What follows belongs to an exercise in optimizing a design on an open flow for small area; a production flow would make more cautious choices.
In this exercise RTL edits were held to simulation tests only and were not proved equivalent to the original.
Power is estimated from default activity; no workload was simulated.

[flow/run.sh]
#!/bin/bash
# synth_recipe.tcl (not shown) runs the flow's synth.tcl, then flattens the netlist and writes it again
# the make line also repeats each setting of config.mk as NAME=value (left out here)
make -C /OpenROAD-flow-scripts/flow DESIGN_CONFIG=/design/flow/config.mk WORK_HOME=/design/flow/orfs CLKGATE_MAP_FILE= SYNTH_SCRIPT=/design/flow/synth_recipe.tcl finish
[flow/config.mk]
export PLATFORM = sky130hd
export DESIGN_NAME = hdc_encoder_top
export DESIGN_NICKNAME = hdc_encoder_top
export VERILOG_FILES = /design/flow/design.v
export SDC_FILE = /design/flow/constraint.sdc
export NUM_CORES = 4
export LEC_CHECK = 0
export CAP_MARGIN = 20
export CORE_MARGIN = 2
export CORE_UTILIZATION = 40
export PLACE_DENSITY = 0.6
export SLEW_MARGIN = 20
[flow/constraint.sdc]
create_clock -name core_clock -period 5.0 [get_ports {clk_i}]
set_input_delay 1.0000 -clock core_clock [delete_from_list [all_inputs] [get_ports {clk_i}]]
set_output_delay 1.0000 -clock core_clock [all_outputs]
set_load 0.01 [all_outputs]
[flow/design.v]
`default_nettype none
package hdc_pkg;
  localparam int unsigned HV_DIM     = 128;
  localparam int unsigned IM_ADDR_W  = 10;
  localparam int unsigned SET_W      = 3;
  localparam int unsigned INDEX_W    = 7;
  localparam int unsigned SEED_W     = 32;
  localparam int unsigned NUM_SETS   = 8;
  localparam int unsigned BUND_CNT_W = 8;
  localparam logic [SEED_W-1:0] CIM_BASE_SEED = 32'd621635317;
  localparam logic [NUM_SETS*SEED_W-1:0] ORTHO_SEEDS = {
    32'd2535149661,
    32'd2525737372,
    32'd4032445525,
    32'd811160829,
    32'd2850820469,
    32'd3074702788,
    32'd2391206478,
    32'd1103779247
  };
  typedef logic [HV_DIM-1:0] hv_t;
  typedef struct packed {
    logic [SET_W-1:0]   set;
    logic [INDEX_W-1:0] index;
  } im_item_t;
  typedef struct packed {
    logic [IM_ADDR_W-1:0] level;
  } im_level_t;
  typedef union packed {
    im_item_t  item;
    im_level_t level;
  } im_addr_u;
  typedef struct packed {
    logic     valid;
    logic     last;
    logic     cim_a;
    logic     cim_b;
    im_addr_u addr_a;
    im_addr_u addr_b;
  } enc_req_t;
  typedef struct packed {
    logic valid;
    hv_t  hv;
  } im_beat_t;
endpackage
`default_nettype wire
`default_nettype none
module item_mem_port (
  input  logic              clk_i,
  input  logic              arst_n_i,
  input  logic              valid_i,
  input  logic              cim_i,
  input  hdc_pkg::im_addr_u addr_i,
  output hdc_pkg::im_beat_t beat_o
);
  logic [hdc_pkg::SEED_W-1:0]   ortho_seed;
  hdc_pkg::hv_t                 ortho_base;
  logic [2*hdc_pkg::HV_DIM-1:0] ortho_dbl;
  hdc_pkg::hv_t                 ortho_hv;
  assign ortho_seed = hdc_pkg::ORTHO_SEEDS[addr_i.item.set*hdc_pkg::SEED_W +: hdc_pkg::SEED_W];
  assign ortho_base = {(hdc_pkg::HV_DIM / hdc_pkg::SEED_W){ortho_seed}};
  assign ortho_dbl = {ortho_base, ortho_base} << addr_i.item.index;
  assign ortho_hv  = ortho_dbl[2*hdc_pkg::HV_DIM-1 -: hdc_pkg::HV_DIM];
  hdc_pkg::hv_t                  cim_base;
  logic [hdc_pkg::IM_ADDR_W-1:0] flip_cnt;
  hdc_pkg::hv_t                  flip_mask;
  hdc_pkg::hv_t                  cim_hv;
  assign cim_base = {(hdc_pkg::HV_DIM / hdc_pkg::SEED_W){hdc_pkg::CIM_BASE_SEED}};
  assign flip_cnt  = addr_i.level.level >> 3;
  assign flip_mask = ~(hdc_pkg::hv_t'('1) << flip_cnt);
  assign cim_hv    = cim_base ^ flip_mask;
  hdc_pkg::hv_t hv_d;
  hdc_pkg::hv_t hv_q;
  logic         valid_q;
  assign hv_d = cim_i ? cim_hv : ortho_hv;
  always_ff @(posedge clk_i or negedge arst_n_i) begin
    if (!arst_n_i) begin
      valid_q <= 1'b0;
    end else begin
      valid_q <= valid_i;
    end
  end
  always_ff @(posedge clk_i) begin
    if (valid_i) begin
      hv_q <= hv_d;
    end
  end
  assign beat_o.valid = valid_q;
  assign beat_o.hv    = hv_q;
endmodule
`default_nettype wire
`default_nettype none
module hv_bundler (
  input  logic              clk_i,
  input  logic              arst_n_i,
  input  logic              valid_i,
  input  logic              last_i,
  input  hdc_pkg::im_beat_t im_a_i,
  input  hdc_pkg::im_beat_t im_b_i,
  output hdc_pkg::hv_t      qhv_o,
  output logic              qhv_valid_o
);
  logic valid_q;
  logic last_q;
  logic acc_en;
  logic close;
  always_ff @(posedge clk_i or negedge arst_n_i) begin
    if (!arst_n_i) begin
      valid_q <= 1'b0;
      last_q  <= 1'b0;
    end else begin
      valid_q <= valid_i;
      last_q  <= last_i;
    end
  end
  assign acc_en = valid_q;
  assign close  = valid_q & last_q;
  hdc_pkg::hv_t                                           bound;
  logic [hdc_pkg::HV_DIM-1:0][hdc_pkg::BUND_CNT_W-1:0]    cnt_q;
  logic [hdc_pkg::HV_DIM-1:0][hdc_pkg::BUND_CNT_W-1:0]    cnt_d;
  logic [hdc_pkg::BUND_CNT_W-1:0]                         beat_q;
  logic [hdc_pkg::BUND_CNT_W-1:0]                         beat_d;
  hdc_pkg::hv_t                                           qhv_d;
  assign bound  = im_a_i.hv ^ im_b_i.hv;
  assign beat_d = beat_q + {{(hdc_pkg::BUND_CNT_W-1){1'b0}}, 1'b1};
  always_comb begin
    for (int i = 0; i < hdc_pkg::HV_DIM; i++) begin
      cnt_d[i] = cnt_q[i] + {{(hdc_pkg::BUND_CNT_W-1){1'b0}}, bound[i]};
      qhv_d[i] = {cnt_d[i], 1'b0} > {1'b0, beat_d};
    end
  end
  always_ff @(posedge clk_i or negedge arst_n_i) begin
    if (!arst_n_i) begin
      cnt_q  <= '0;
      beat_q <= '0;
    end else if (close) begin
      cnt_q  <= '0;
      beat_q <= '0;
    end else if (acc_en) begin
      cnt_q  <= cnt_d;
      beat_q <= beat_d;
    end
  end
  hdc_pkg::hv_t qhv_q;
  logic         qhv_valid_q;
  always_ff @(posedge clk_i or negedge arst_n_i) begin
    if (!arst_n_i) begin
      qhv_valid_q <= 1'b0;
    end else begin
      qhv_valid_q <= close;
    end
  end
  always_ff @(posedge clk_i) begin
    if (close) begin
      qhv_q <= qhv_d;
    end
  end
  assign qhv_o       = qhv_q;
  assign qhv_valid_o = qhv_valid_q;
endmodule
`default_nettype wire
`default_nettype none
module hdc_encoder_top (
  input  logic              clk_i,
  input  logic              arst_n_i,
  input  logic              req_valid_i,
  input  logic              req_last_i,
  input  logic              req_cim_a_i,
  input  logic              req_cim_b_i,
  input  logic [9:0]        req_addr_a_i,
  input  logic [9:0]        req_addr_b_i,
  output logic [127:0]      qhv_o,
  output logic              qhv_valid_o
);
  hdc_pkg::enc_req_t req_i;
  assign req_i.valid  = req_valid_i;
  assign req_i.last   = req_last_i;
  assign req_i.cim_a  = req_cim_a_i;
  assign req_i.cim_b  = req_cim_b_i;
  assign req_i.addr_a = req_addr_a_i;
  assign req_i.addr_b = req_addr_b_i;
  hdc_pkg::im_beat_t im_a;
  hdc_pkg::im_beat_t im_b;
  item_mem_port u_im_a (
    .clk_i    ( clk_i        ),
    .arst_n_i ( arst_n_i     ),
    .valid_i  ( req_i.valid  ),
    .cim_i    ( req_i.cim_a  ),
    .addr_i   ( req_i.addr_a ),
    .beat_o   ( im_a         )
  );
  item_mem_port u_im_b (
    .clk_i    ( clk_i        ),
    .arst_n_i ( arst_n_i     ),
    .valid_i  ( req_i.valid  ),
    .cim_i    ( req_i.cim_b  ),
    .addr_i   ( req_i.addr_b ),
    .beat_o   ( im_b         )
  );
  hv_bundler u_bundler (
    .clk_i       ( clk_i       ),
    .arst_n_i    ( arst_n_i    ),
    .valid_i     ( req_i.valid ),
    .last_i      ( req_i.last  ),
    .im_a_i      ( im_a        ),
    .im_b_i      ( im_b        ),
    .qhv_o       ( qhv_o       ),
    .qhv_valid_o ( qhv_valid_o )
  );
endmodule
`default_nettype wire
==> reports/metrics.yaml <==
timing:
  worstMarginPinSlew_ns: 1.24
  fin_crit_ns: 3.96
  fin_tns_setup_ns: 0
  setup_viol: 0
  relSlewSlack_pct: 17.1
  hold_violations: 0
  rsz0062_at_grt: "false"
  fmax_ghz: 0.252
  clock_skew_ns: 0.0610
  maxSlewViolCount: 0
  fin_crit_sh_pct: 79.2
power_and_ir_drop:
  powerDensity_mw_per_mm2: 346
  clkPwrFrac_pct: 34.3
  p_total_mw: 37.8
  switchingPower_mw: 12.6
  combPwrFrac_pct: 28.3
  seq_power_share_pct: 37.4
  irDropWorstVdd_mv: 0.300
  netSwitchingFraction_pct: 33.3
  intPower_mw: 25.2
  p_leak_nw: 47.8
detailed_routing:
  via_per_inst: 5.93
  drt_iter0_drc: 6990
  wl_met3_um: 20300
  post_drt_wl_per_cell_um: 22.6
  drc: 0
  top_layer: "met5"
  wl_um: 309000
  first_pass_iters: 6
  met1Wirelength_um: 137000
  final_antenna_net_count: 0
  num_vias: 80900
  dr_wl_met2_um: 139000
global_routing:
  grt_max_degree: 172
  grt_pass1_wl_um: 478000
  antenna_found_initial: 22
  grtUsageTotal_pct: 24.3
  overflow: 0
  grt_pass1_vias: 80100
clocking:
  cts_buffers: 173
  cts_hold_buffers: 0
  cts_tree: "yes"
  clock_latency_ns: 0.85
  cts_setup_buffers: 0
  clockBufferDepth: 3
  cts.sinks: 1419
  cts-root-buf: "clkbuf_16"
  clkTransAtPathRegs_ns: 0.06
  htree_levels: 4
  ctsResizeCount: 0
floorplan:
  initial_core_util_pct: 40.3
  num_rows: 181
  core_mm2: 0.244
  die_w_um: 499
  die-area_mm2: 0.249
  dieHeight_um: 499
  ios: 155
logic_synthesis:
  synth_edf_count: 384
  synthArstFlopShare_pct: 72.9
  synth.avg_cell_area_um2: 9.48
  synth_ff_type: "dfrtp_1"
  synth_nets: 11600
  yosysSeqAreaShare_pct: 38.1
  synthTopCellsByCount: "1240 x nand2_1, 1171 x ha_1, 1035 x dfrtp_1, 1035 x o21ai_0, 597 x xnor2_1"
  yosysWarnings: 2
  synth_top_family_by_area: "compound AO/OA/AOI/OAI gates"
  synth_top_area_share_pct: 26.4
  synth.mux.area_fraction_pct: 0.789
  synth.most_common_cell: "nand2_1"
  synth_area_leaders: "dfrtp_1 26%, ha_1 15%, edfxtp_1 12%"
  synthesis.instances: 10400
  synthSimpleGateAreaFrac_pct: 14.1
  synth_compound_area_share_pct: 19.9
  ys_ff_latch: 1419
  ys_types: 94
  synth_fa_ha_area_share_pct: 14.9
  synth_largest_area_cell: "dfrtp_1"
  synth_xor_area_share_pct: 9.22
  synth_area_mm2: 0.0982
critical_path:
  worstSetupPathType: "in2reg"
  startpoint_type: "input pin"
  endpoint_kind: "flop"
  arrival_ns: 4.52
  rrSetupSlack_ns: 1.28
  critPathRequiredTime_ns: 5.56
  path_max_fanout: 17
status:
  status: "finished clean"
cells_and_area:
  drive_above_1_share_pct: 5.52
  areaGrowthSynthToFinish_pct: 11.3
  final_nets: 11500
placement:
  hpwl_um: 206000
  port_buffers: 154
  globalplace.congestion: 0.976
min_path:
  hp-class: "in2async"
job:
  cap_violations: 0
## registers in the layout, summed over array words and instances, names as in the netlist
signal / count
u_bundler.qhv_valid_q: 1
u_bundler.cnt_q: 1024
u_im_a.hv_q: 128
u_bundler.qhv_q: 128
u_bundler.last_q: 1
u_bundler.beat_q: 8
u_bundler.valid_q: 1
u_im_b.hv_q: 128
## cell usage in the layout (no fill, tap or decap), types with 16 or more instances in the layout
cell and count:
clkbuf_16 180, a21oi_1 479, xnor2_1 593, mux2i_1 24
a211oi_1 24, nand2_1 1240, clkdlybuf4s50_1 140, buf_4 152
nand3b_1 134, nand4_1 387, or2_2 24, o2bb2ai_1 136
a22o_1 433, ha_1 1171, clkinv_2 33, buf_12 41
nand2b_1 40, nor2b_1 31, dfrtp_1 1032, o211ai_1 48
clkbuf_1 50, o21ai_1 27, nor4_1 20, and4_1 35
nand3_1 307, o21ai_0 1035, clkinv_1 16, inv_1 147
a21o_1 281, a31oi_1 118, o31ai_1 225, clkbuf_8 23
edfxtp_1 384, xor2_1 431, o221ai_1 16, and3_1 33
nor2_1 465, nor3_1 160
## kinds of logic (layout without fill, tap and decap cells)
logic type | count (synthesis) | count (layout)
AOI/OAI and AO/OA | 3001 | 3001
xor gates and xnor gates | 1034 | 1034
adders and majority gates | 1171 | 1171
buffers and inverters | 743 | 827
DFF | 1419 | 1419
muxes | 56 | 56
other | 0 | 2
and+or+nand+nor | 2938 | 2938
## power by group through the flow
stage,combinational (mW),sequential (mW),clock (mW)
floorplan,7.02,13.9,0
global placement,10.4,14.3,0
detailed placement,10.6,14.3,0
CTS,10.7,14.1,13.3
global route,12.0,14.2,13.7
finish,10.7,14.1,13.0
## critical path, stage by stage
cell and delay, ns:
clkdlybuf4s50_1 0.56, clkinv_1 0.12, ha_1 0.64, nor2b_1 0.44, o21ai_0 0.26, a22o_1 0.31, mux4_2 0.51, a32oi_1 0.46
o21ai_0 0.21
## layer usage
layer	GRT usage, %	vias up
li1	-	38100
met1	32.6	39800
met2	38.8	2399
met3	4.51	568
met4	9.47	26
met5	0	-
## final timing paths
check                                    start                   end  cells past startpoint
setup / recovery               req_addr_b_i[7]       u_im_b.hv_q[92]                      9
max in group asynchronous             arst_n_i  u_bundler.cnt_q[580]                      2
hold / removal                        arst_n_i   u_bundler.cnt_q[39]                      1
hold reg to reg            u_bundler.cnt_q[15]   u_bundler.cnt_q[15]                      1
min in group core_clock    u_bundler.cnt_q[15]   u_bundler.cnt_q[15]                      1
setup reg to reg           u_bundler.beat_q[4]   u_bundler.qhv_q[42]                      9
## stage by stage
| step | setup slack [ns] | hold slack (ns) | cell area [um^2] | util (%) | instances |
|---|---|---|---|---|---|
| global placement | 0.226 | 0.489 | 103000 | 42.5 | 13300 |
| floorplan | 0.145 | 0.475 | 98300 | - | 10400 |
| global route | 0.942 | 0.216 | 109000 | 44.9 | 13700 |
| finish | 1.04 | 0.177 | 109000 | 44.9 | 13700 |
| detailed placement | 0.219 | 0.493 | 103000 | 42.5 | 13300 |
| CTS | 1.15 | 0.247 | 109000 | 44.8 | 13600 |
## layout make-up
| cell class | count | area (um^2) |
|---|---|---|
| tap | 3202 | 4010 |
| clock inverter | 73 | 777 |
| clock buffer | 253 | 5010 |
| inverter | 153 | 587 |
| sequential | 1419 | 37400 |
| timing repair buffer | 348 | 3480 |
| antenna | 2 | 5.00 |
| fill | 23000 | 134000 |
| multi-input combinational | 8200 | 58000 |

==> re-timing with driven ports <==
In the flow no input, the clock included, has a driving cell. The finished layout below was timed again as built, in two steps.
Step 1: set_driving_cell puts a clkbuf_16 on clk_i and a buf_2 on each other input, an assumption about the parent block.
Step 2 also shifts input and output timing later by t, the mid clock arrival at the registers, as if the neighbouring blocks saw the same clock.
Slacks: ideal ports / drivers / drivers and shift; pairs: ideal ports / drivers.
t, ns: 0.918
slack for setup (ns): 1.040 / 1.103 / 0.184
clock arrival spread, ns: 0.063 / 0.063
pins driven straight from the clock port: 1
After both steps this run still meets setup and hold. For this run, drivers alone change the setup slack by +0.063 ns; drivers and shift together by -0.856 ns.
